What follows belongs to an exercise in optimizing a design on an open flow for a short achievable clock period and few clock cycles per item; a production flow would make more cautious choices.
Only simulation tests tie the RTL to the original design; equivalence was not proved.
Power is estimated from default activity; no workload was simulated.

===== flow/run.sh =====
#!/bin/bash
# synth_recipe.tcl (not shown) runs the flow's synth.tcl, then flattens the netlist and writes it again
# the make line also repeats each setting of config.mk as NAME=value (left out here)
make -C /OpenROAD-flow-scripts/flow DESIGN_CONFIG=/design/flow/config.mk WORK_HOME=/design/flow/orfs CLKGATE_MAP_FILE= SYNTH_SCRIPT=/design/flow/synth_recipe.tcl finish

===== flow/config.mk =====
export PLATFORM = sky130hd
export DESIGN_NAME = call_stack_exclusive_time
export DESIGN_NICKNAME = call_stack_exclusive_time
export VERILOG_FILES = /design/flow/design.v
export SDC_FILE = /design/flow/constraint.sdc
export NUM_CORES = 4
export LEC_CHECK = 0
export CAP_MARGIN = 20
export CORE_MARGIN = 2
export CORE_UTILIZATION = 40
export SLEW_MARGIN = 20

===== flow/constraint.sdc =====
create_clock -name core_clock -period 10.0 [get_ports {clk_i}]
set_input_delay 2.0000 -clock core_clock [delete_from_list [all_inputs] [get_ports {clk_i}]]
set_output_delay 2.0000 -clock core_clock [all_outputs]
set_load 0.01 [all_outputs]

===== flow/design.v =====
package cset_pkg;
  localparam int TIME_WIDTH      = 32;
  localparam int ID_WIDTH        = 6;
  localparam int CNT_WIDTH       = 7;
  localparam int TDATA_WIDTH     = 40;
  localparam int DEF_MAX_FUNCS   = 64;
  localparam int DEF_STACK_DEPTH = 64;
  localparam logic [CNT_WIDTH-1:0] FCOUNT_RESET = 7'd64;
  typedef enum logic [1:0] {
    STATUS_OK        = 2'd0,
    STATUS_OVERFLOW  = 2'd1,
    STATUS_UNDERFLOW = 2'd2,
    STATUS_RANGE     = 2'd3
  } status_e;
  typedef enum logic [2:0] {
    ST_CLEAR,
    ST_IDLE,
    ST_CHECK,
    ST_DUR,
    ST_EXCL,
    ST_COMMIT,
    ST_RESULT
  } state_e;
  typedef struct packed {
    logic clear;
    logic accept;
    logic check;
    logic push;
    logic dur;
    logic excl;
    logic commit;
    logic load_out;
  } cmd_t;
  typedef struct packed {
    logic clear_done;
    logic err;
    logic is_enter;
    logic out_free;
  } sts_t;
endpackage
module cset_ctrl
(
  input  logic clk_i,
  input  logic rst_ni,
  input  logic in_valid_i,
  output logic in_ready_o,
  input  cset_pkg::sts_t sts_i,
  output cset_pkg::cmd_t cmd_o
);
  cset_pkg::state_e state_q, state_d;
  always_ff @(posedge clk_i or negedge rst_ni) begin
    if (!rst_ni) begin
      state_q <= cset_pkg::ST_CLEAR;
    end else begin
      state_q <= state_d;
    end
  end
  always_comb begin
    state_d    = state_q;
    cmd_o      = '0;
    in_ready_o = 1'b0;
    case (state_q)
      cset_pkg::ST_CLEAR: begin
        cmd_o.clear = 1'b1;
        if (sts_i.clear_done) begin
          state_d = cset_pkg::ST_IDLE;
        end
      end
      cset_pkg::ST_IDLE: begin
        in_ready_o = 1'b1;
        if (in_valid_i) begin
          cmd_o.accept = 1'b1;
          state_d      = cset_pkg::ST_CHECK;
        end
      end
      cset_pkg::ST_CHECK: begin
        cmd_o.check = 1'b1;
        if (sts_i.err) begin
          state_d = cset_pkg::ST_RESULT;
        end else if (sts_i.is_enter) begin
          cmd_o.push = 1'b1;
          state_d    = cset_pkg::ST_IDLE;
        end else begin
          state_d = cset_pkg::ST_DUR;
        end
      end
      cset_pkg::ST_DUR: begin
        cmd_o.dur = 1'b1;
        state_d   = cset_pkg::ST_EXCL;
      end
      cset_pkg::ST_EXCL: begin
        cmd_o.excl = 1'b1;
        state_d    = cset_pkg::ST_COMMIT;
      end
      cset_pkg::ST_COMMIT: begin
        cmd_o.commit = 1'b1;
        state_d      = cset_pkg::ST_RESULT;
      end
      cset_pkg::ST_RESULT: begin
        if (sts_i.out_free) begin
          cmd_o.load_out = 1'b1;
          state_d        = cset_pkg::ST_IDLE;
        end
      end
      default: begin
        state_d = cset_pkg::ST_CLEAR;
      end
    endcase
  end
endmodule
module cset_dpath
#(
  parameter int MAX_FUNCS   = cset_pkg::DEF_MAX_FUNCS,
  parameter int STACK_DEPTH = cset_pkg::DEF_STACK_DEPTH
) (
  input  logic                  clk_i,
  input  logic                  rst_ni,
  input  cset_pkg::cmd_t                  cmd_i,
  output cset_pkg::sts_t                  sts_o,
  input  logic                  cfg_we_i,
  input  logic [cset_pkg::CNT_WIDTH-1:0]  cfg_wdata_i,
  input  logic                  in_kind_i,
  input  logic [cset_pkg::ID_WIDTH-1:0]   in_func_i,
  input  logic [cset_pkg::TIME_WIDTH-1:0] in_time_i,
  output logic                  out_valid_o,
  input  logic                  out_ready_i,
  output logic [cset_pkg::ID_WIDTH-1:0]   out_func_o,
  output logic [cset_pkg::TIME_WIDTH-1:0] out_total_o,
  output cset_pkg::status_e               out_status_o
);
  localparam int LW = $clog2(STACK_DEPTH + 1);
  localparam int SW = $clog2(STACK_DEPTH);
  localparam int FW = $clog2(MAX_FUNCS);
  localparam int XW = (FW > cset_pkg::ID_WIDTH) ? FW : cset_pkg::ID_WIDTH;
  localparam logic [cset_pkg::TIME_WIDTH-1:0] TMAX = '1;
  logic [cset_pkg::CNT_WIDTH-1:0] fcount_q;
  logic [LW-1:0]        level_q, level_d;
  logic [FW-1:0]        clr_q;
  logic                 out_valid_q;
  logic                  kind_q;
  logic [cset_pkg::ID_WIDTH-1:0]   id_q;
  logic [cset_pkg::TIME_WIDTH-1:0] ts_q;
  logic [cset_pkg::TIME_WIDTH:0]   ts1_q;
  cset_pkg::status_e               status_q, status_d;
  logic [cset_pkg::TIME_WIDTH-1:0] dur_q, dur_d;
  logic [cset_pkg::TIME_WIDTH-1:0] excl_q, excl_d;
  logic [cset_pkg::TIME_WIDTH-1:0] parent_q, parent_d;
  logic [cset_pkg::TIME_WIDTH-1:0] total_q, total_d;
  logic [cset_pkg::ID_WIDTH-1:0]   res_func_q;
  logic [cset_pkg::TIME_WIDTH-1:0] res_total_q;
  cset_pkg::status_e               res_status_q;
  logic [cset_pkg::TIME_WIDTH-1:0] start_mem [STACK_DEPTH];
  logic [cset_pkg::TIME_WIDTH-1:0] child_mem [STACK_DEPTH+1];
  logic [cset_pkg::TIME_WIDTH-1:0] tot_mem   [MAX_FUNCS];
  logic [cset_pkg::TIME_WIDTH-1:0] start_rd_q, child_rd_q, parent_rd_q, tot_rd_q;
  logic [XW-1:0] id_ext;
  logic [FW-1:0] id_addr;
  logic [LW-1:0] level_dec;
  logic          range_err;
  assign id_ext    = XW'(id_q);
  assign id_addr   = id_ext[FW-1:0];
  assign level_dec = level_q - LW'(1);
  assign range_err = ({1'b0, id_q} >= fcount_q) || (32'(id_q) >= 32'(MAX_FUNCS));
  always_comb begin
    if (range_err) begin
      status_d = cset_pkg::STATUS_RANGE;
    end else if (!kind_q) begin
      status_d = (level_q == LW'(STACK_DEPTH)) ? cset_pkg::STATUS_OVERFLOW : cset_pkg::STATUS_OK;
    end else begin
      status_d = (level_q == '0) ? cset_pkg::STATUS_UNDERFLOW : cset_pkg::STATUS_OK;
    end
  end
  assign sts_o.clear_done = (clr_q == FW'(MAX_FUNCS - 1));
  assign sts_o.err        = (status_d != cset_pkg::STATUS_OK);
  assign sts_o.is_enter   = !kind_q;
  assign sts_o.out_free   = !out_valid_q || out_ready_i;
  logic [cset_pkg::TIME_WIDTH+1:0] diff;
  assign diff = {1'b0, ts1_q} - {2'b00, start_rd_q};
  always_comb begin
    if (diff[cset_pkg::TIME_WIDTH+1] || (diff == '0)) begin
      dur_d = '0;
    end else if (diff[cset_pkg::TIME_WIDTH]) begin
      dur_d = TMAX;
    end else begin
      dur_d = diff[cset_pkg::TIME_WIDTH-1:0];
    end
  end
  logic [cset_pkg::TIME_WIDTH:0] excl_sub, parent_sum, total_sum;
  assign excl_sub   = {1'b0, dur_q} - {1'b0, child_rd_q};
  assign excl_d     = excl_sub[cset_pkg::TIME_WIDTH] ? '0 : excl_sub[cset_pkg::TIME_WIDTH-1:0];
  assign parent_sum = {1'b0, parent_rd_q} + {1'b0, dur_q};
  assign parent_d   = parent_sum[cset_pkg::TIME_WIDTH] ? TMAX : parent_sum[cset_pkg::TIME_WIDTH-1:0];
  assign total_sum  = {1'b0, tot_rd_q} + {1'b0, excl_q};
  assign total_d    = total_sum[cset_pkg::TIME_WIDTH] ? TMAX : total_sum[cset_pkg::TIME_WIDTH-1:0];
  always_comb begin
    level_d = level_q;
    if (cmd_i.push) begin
      level_d = level_q + LW'(1);
    end else if (cmd_i.commit) begin
      level_d = level_dec;
    end
  end
  always_ff @(posedge clk_i or negedge rst_ni) begin
    if (!rst_ni) begin
      fcount_q    <= cset_pkg::FCOUNT_RESET;
      level_q     <= '0;
      clr_q       <= '0;
      out_valid_q <= 1'b0;
    end else begin
      if (cfg_we_i) begin
        fcount_q <= cfg_wdata_i;
      end
      level_q <= level_d;
      if (cmd_i.clear && !sts_o.clear_done) begin
        clr_q <= clr_q + FW'(1);
      end
      if (cmd_i.load_out) begin
        out_valid_q <= 1'b1;
      end else if (out_ready_i) begin
        out_valid_q <= 1'b0;
      end
    end
  end
  always_ff @(posedge clk_i) begin
    if (cmd_i.accept) begin
      kind_q <= in_kind_i;
      id_q   <= in_func_i;
      ts_q   <= in_time_i;
    end
    if (cmd_i.check) begin
      status_q <= status_d;
      ts1_q    <= {1'b0, ts_q} + {{cset_pkg::TIME_WIDTH{1'b0}}, 1'b1};
    end
    if (cmd_i.dur) begin
      dur_q <= dur_d;
    end
    if (cmd_i.excl) begin
      excl_q   <= excl_d;
      parent_q <= parent_d;
    end
    if (cmd_i.commit) begin
      total_q <= total_d;
    end
    if (cmd_i.load_out) begin
      res_func_q   <= id_q;
      res_total_q  <= (status_q == cset_pkg::STATUS_OK) ? total_q : '0;
      res_status_q <= status_q;
    end
  end
  always_ff @(posedge clk_i) begin
    if (cmd_i.push) begin
      start_mem[level_q[SW-1:0]] <= ts_q;
    end
    start_rd_q <= start_mem[level_dec[SW-1:0]];
  end
  logic                  child_we;
  logic [LW-1:0]         child_waddr;
  logic [cset_pkg::TIME_WIDTH-1:0] child_wdata;
  always_comb begin
    child_we    = cmd_i.clear || cmd_i.push || cmd_i.commit;
    child_waddr = '0;
    child_wdata = '0;
    if (cmd_i.push) begin
      child_waddr = level_q + LW'(1);
    end else if (cmd_i.commit) begin
      child_waddr = level_dec;
      child_wdata = parent_q;
    end
  end
  always_ff @(posedge clk_i) begin
    if (child_we) begin
      child_mem[child_waddr] <= child_wdata;
    end
    child_rd_q  <= child_mem[level_q];
    parent_rd_q <= child_mem[level_dec];
  end
  logic                  tot_we;
  logic [FW-1:0]         tot_waddr;
  logic [cset_pkg::TIME_WIDTH-1:0] tot_wdata;
  always_comb begin
    tot_we    = cmd_i.clear || cmd_i.commit;
    tot_waddr = cmd_i.clear ? clr_q : id_addr;
    tot_wdata = cmd_i.clear ? '0 : total_d;
  end
  always_ff @(posedge clk_i) begin
    if (tot_we) begin
      tot_mem[tot_waddr] <= tot_wdata;
    end
    tot_rd_q <= tot_mem[id_addr];
  end
  assign out_valid_o  = out_valid_q;
  assign out_func_o   = res_func_q;
  assign out_total_o  = res_total_q;
  assign out_status_o = res_status_q;
endmodule
module call_stack_exclusive_time
#(
  parameter int MAX_FUNCS   = cset_pkg::DEF_MAX_FUNCS,
  parameter int STACK_DEPTH = cset_pkg::DEF_STACK_DEPTH
) (
  input  logic                   clk_i,
  input  logic                   rst_ni,
  input  logic                   cfg_we_i,
  input  logic [cset_pkg::CNT_WIDTH-1:0]   cfg_wdata_i,     
  input  logic                   s_axis_tvalid,
  output logic                   s_axis_tready,
  input  logic [cset_pkg::TDATA_WIDTH-1:0] s_axis_tdata,    
  input  logic [0:0]             s_axis_tuser,    
  output logic                   m_axis_tvalid,
  input  logic                   m_axis_tready,
  output logic [cset_pkg::TDATA_WIDTH-1:0] m_axis_tdata,    
  output logic [1:0]             m_axis_tuser     
);
  cset_pkg::cmd_t                  cmd;
  cset_pkg::sts_t                  sts;
  logic [cset_pkg::ID_WIDTH-1:0]   out_func;
  logic [cset_pkg::TIME_WIDTH-1:0] out_total;
  cset_pkg::status_e               out_status;
  cset_ctrl u_ctrl (
    .clk_i      (clk_i),
    .rst_ni     (rst_ni),
    .in_valid_i (s_axis_tvalid),
    .in_ready_o (s_axis_tready),
    .sts_i      (sts),
    .cmd_o      (cmd)
  );
  cset_dpath #(
    .MAX_FUNCS   (MAX_FUNCS),
    .STACK_DEPTH (STACK_DEPTH)
  ) u_dpath (
    .clk_i        (clk_i),
    .rst_ni       (rst_ni),
    .cmd_i        (cmd),
    .sts_o        (sts),
    .cfg_we_i     (cfg_we_i),
    .cfg_wdata_i  (cfg_wdata_i),
    .in_kind_i    (s_axis_tuser[0]),
    .in_func_i    (s_axis_tdata[cset_pkg::ID_WIDTH-1:0]),
    .in_time_i    (s_axis_tdata[cset_pkg::ID_WIDTH+cset_pkg::TIME_WIDTH-1:cset_pkg::ID_WIDTH]),
    .out_valid_o  (m_axis_tvalid),
    .out_ready_i  (m_axis_tready),
    .out_func_o   (out_func),
    .out_total_o  (out_total),
    .out_status_o (out_status)
  );
  assign m_axis_tdata = {{(cset_pkg::TDATA_WIDTH - cset_pkg::ID_WIDTH - cset_pkg::TIME_WIDTH){1'b0}}, out_total, out_func};
  assign m_axis_tuser = out_status;
endmodule

==> flow_summary.toml <==
[outcome]
status = "no timing/DRC/antenna violations"

[routing]
wirelength_mm = 802
drc = 0
wire_per_inst_um = 35.6
wl_met2_mm = 369
vias_per_cell = 6.31
wl_met1_mm = 317
topRoutingLayerUsed = "met5"
firstDrtPassIters = 8
via_count = 142110
wl_met3_mm = 87.9
ant_nets = 0
drt_iter0_drc = 21359

[synth]
synth-xor-area-share_pct = 0.470
synth-edff-count = 6418
synth_area_per_cell_um2 = 21.0
synth_top_family_by_area = "multiplexers"
ys_async_sr_fraction_pct = 0.365
ys.warnings.count = 2
muxShareOfSynthArea_pct = 17.1
synth_compound_area_share_pct = 4.72
synth_fa_ha_area_share_pct = 0.678
netlist_area_um2 = 267000
ys_ff_latch = 6570
synth_cells = 12677
post_synth_and_or_nand_nor_area_fraction_pct = 2.03
netlist-cell-type-count = 81
yosys_most_used_dff = "edfxtp_1"
ys_seq_area_share_pct = 73.5

[critical_path]
cp_num_buf_inv = 2
max_stage_delay_ns = 1.20
cp-end-kind = "register"
crit_family = "simple AND/OR/NAND/NOR gates"
r2r_slack_ns = 3.08
path_cells = "inv_2, ha_4, nand2b_1, nor2_8, a21oi_2, o2111ai_2, o221ai_1, a21boi_2, nand3_1, nor2_4, buf_4"
cpMaxStageDelayCell = "nor2_4"
reg2reg_from = "u_dpath.level_q[0]"
path_class = "register to register"
crit_fanout = 43
ff2ff_path_depth = 11
cp.arrival_ns = 7.61
worstPathRequired_ns = 10.69
start_kind = "register"
rr_endpoint = "u_dpath.child_mem[4][15]"

[timing]
slew_violations = 0
setup_viol = 0
fmax_mhz = 145
fin_hold_ws_ns = 0.505
fin_skew_ns = 0.102
relSlewSlack_pct = 15.3
tightest_slew_ns = 1.27
period_needed_ns = 6.92
rsz0062_at_grt = "false"
hold_violations = 0
finalSetupTns_ns = 0
finalCritPeriodShare_pct = 69.2

[placed_design]
place_hpwl_mm = 436
routabilityCongestion = 0.854
portBuffers = 92
placed_area_um2 = 281000

[clocking]
root_buffer = "clkbuf_16"
post-cts-setup-buffers = 0
cts_resized = 0
path_clk_slew_ns = 0.06
clock-sinks = 6570
clk_latency_ns = 1.13
ctsHoldBuffers = 0
h-tree-depth = 6
cts_made_buffers = 676
clockBufferDepth = 4
cts_tree = "yes"

[finish]
drive_above_1_share_pct = 27.3
fin_area_um2 = 303000
final_cell_mix = "edfxtp_1, mux4_2, a22oi_1"
final_common_cell = "edfxtp_1"
finalNetCount = 13272
synthToLayoutAreaGrowth_pct = 13.5

[power]
p_switching_mw = 33.5
comb_power_share_pct = 35.4
internal_power_mw = 63.0
power.leakage_nw = 93.2
p_seq_share_pct = 38.8
clkPwrFrac_pct = 25.8
p_per_area_nw_per_um2 = 319
peakVddDrop_mv = 0.497
swShare_pct = 34.7

[floorplanning]
die_h_um = 820
die_area_um2 = 673000
fp.coreArea_um2 = 663000
die_width_um = 820
rows = 299
initial_core_util_pct = 40.2
boundaryPins = 97

[run]
drv_cap = 0

[hold_path]
hold_path_class = "register to register"
min_from = "u_dpath.child_mem[64][14]"
holdPathStages = 1
holdPathEnd = "u_dpath.parent_rd_q[14]"

[global_route]
grt_pass1_wl_mm = 1110
grt_overflow_total = 0
grt_max_degree = 142
grt_pass1_vias = 139782
track_usage_pct = 23.2
antenna_found_initial = 64
-- sequential cells by signal, summed over array words and instances (netlist names), 7 cells and up --
name	flops
u_dpath.parent_q	32
u_dpath.tot_mem	2048
u_dpath.tot_rd_q	32
u_dpath.start_rd_q	32
u_dpath.ts1_q	33
u_dpath.total_q	32
u_dpath.excl_q	32
u_dpath.level_q	7
u_dpath.dur_q	32
u_dpath.start_mem	2048
u_dpath.fcount_q	7
u_dpath.parent_rd_q	32
u_dpath.res_total_q	32
u_dpath.child_rd_q	32
u_dpath.ts_q	32
u_dpath.child_mem	2080
-- power groups by stage --
stage	registers (mW)	clock network (mW)	logic (mW)
CTS	37.4	25.3	33.8
global placement	38.0	0	33.4
detailed placement	38.0	0	33.8
global route	37.4	26.3	35.9
finish	37.4	24.9	34.2
floorplan	37.4	0	21.4
-- how the worst max path moves through the flow --
stage / startpoint / to / slack (ns) / cells after the start
2_1_floorplan: u_ctrl.state_q[1] / u_dpath.child_mem[64][0] / 2.71 / 8
3_3_place_gp: u_dpath.level_q[0] / u_dpath.child_mem[4][29] / 3.26 / 11
3_5_place_dp: u_dpath.level_q[0] / u_dpath.child_mem[4][29] / 3.24 / 11
4_1_cts: u_dpath.level_q[0] / u_dpath.child_mem[4][15] / 3.21 / 11
5_1_grt: u_dpath.level_q[0] / u_dpath.child_mem[4][15] / 2.93 / 11
6_report: u_dpath.level_q[0] / u_dpath.child_mem[4][15] / 3.08 / 11
-- cell type report --
class	count	area [um2]
Fill cell	55142	361000
Sequential cell	6570	196000
Multi-Input combinational cell	5170	68700
Clock buffer	857	17800
Tap cell	8879	11100
Timing Repair Buffer	520	4600
Clock inverter	382	3880
Inverter	139	523
Antenna cell	19	47.5
-- per-layer routing --
layer	vias to the layer above	GRT usage (%)
li1	55398	-
met1	76640	32.9
met2	8593	36.1
met3	1458	5.46
met4	21	7.10
met5	-	0
-- cell usage after synthesis, drive strengths merged (5+ instances only) --
cell | instances | area, um2
o22ai | 6 | 37.5
nand4 | 196 | 1230
nor2b | 15 | 93.8
or2 | 8 | 50.1
and4 | 7 | 61.3
and2 | 90 | 566
dfxtp | 128 | 2560
a22o | 105 | 920
nor2 | 331 | 1260
nand3 | 65 | 325
nor4 | 13 | 81.3
a41oi | 35 | 307
a22oi | 814 | 6110
and3 | 23 | 144
a221o | 21 | 210
o21bai | 17 | 128
a211oi | 21 | 163
o21ai | 141 | 706
o21a | 19 | 143
a221oi | 113 | 990
mux2i | 11 | 110
o221ai | 10 | 87.6
mux2 | 23 | 259
nand2 | 249 | 935
edfxtp | 6418 | 193000
nor3 | 27 | 135
nand2b | 41 | 257
o31a | 10 | 87.6
nor4b | 5 | 43.8
clkbuf | 409 | 1540
a21oi | 206 | 1040
nand3b | 13 | 97.6
a2111oi | 20 | 175
a21o | 58 | 435
mux4 | 2013 | 45300
or3 | 9 | 61.3
xnor2 | 89 | 780
dfrtp | 23 | 576
o31ai | 8 | 60.1
buf | 390 | 1810
inv | 139 | 522
o211ai | 38 | 285
ha | 138 | 1730
a31oi | 64 | 400
xor2 | 54 | 473
-- metrics by stage --
step | total power [mW] | utilization (%) | cells | worst slack (ns)
5_1_grt | 99.6 | 45.6 | 22518 | 2.93
3_5_place_dp | 71.7 | 42.3 | 21274 | 3.24
3_3_place_gp | 71.4 | 42.3 | 21272 | 3.26
4_1_cts | 96.5 | 45.6 | 22513 | 3.21
6_report | 96.5 | 45.6 | 22536 | 3.08
2_1_floorplan | 58.8 | - | 12678 | 2.71
-- worst register-to-register path, cell delays in order (launching register included) --
cell and delay [ns]:
dfrtp_4 0.99, inv_2 0.31, ha_4 0.28, nand2b_1 0.20
nor2_8 0.15, a21oi_2 0.24, o2111ai_2 0.64, o221ai_1 0.42
a21boi_2 0.46, nand3_1 0.82, nor2_4 1.21, buf_4 0.76
-- cell families after synthesis --
kind of cell,after synthesis
flip-flops,6570
buffers and inverters,938
other,1
AND/OR/NAND/NOR,1100
AO/OA/AOI/OAI,1736
adder cells (fa/ha/maj),142
XOR/XNOR,143
multiplexers,2047
Testbench counts, summed over its fixed seeds: cycles 77,776, items 19,314.

-- separate check: timing with driven ports --
The results above use ideal ports. As a check the final layout listed here was re-extracted and re-timed, cells and wires unchanged.
Step 1 assumes that a clkbuf_16 drives the clock port and a buf_2 every other input.
Step 2 times the ports against the registers' clock, not the clock port: input delays grow and output delays shrink by t, the midpoint of the rising clock arrivals with the driver on.
Slacks: ideal / step 1 / step 2; pairs: ideal / step 1.
shift t [ns]: 1.221
slack for setup (ns): 3.080 / 3.080 / 3.080
worst setup path at the end: register to register
worst slew at a driven data input, ns: 0.27
After both steps this run still meets setup and hold. For this run, drivers alone change the setup slack by 0.000 ns; drivers and shift together by 0.000 ns.
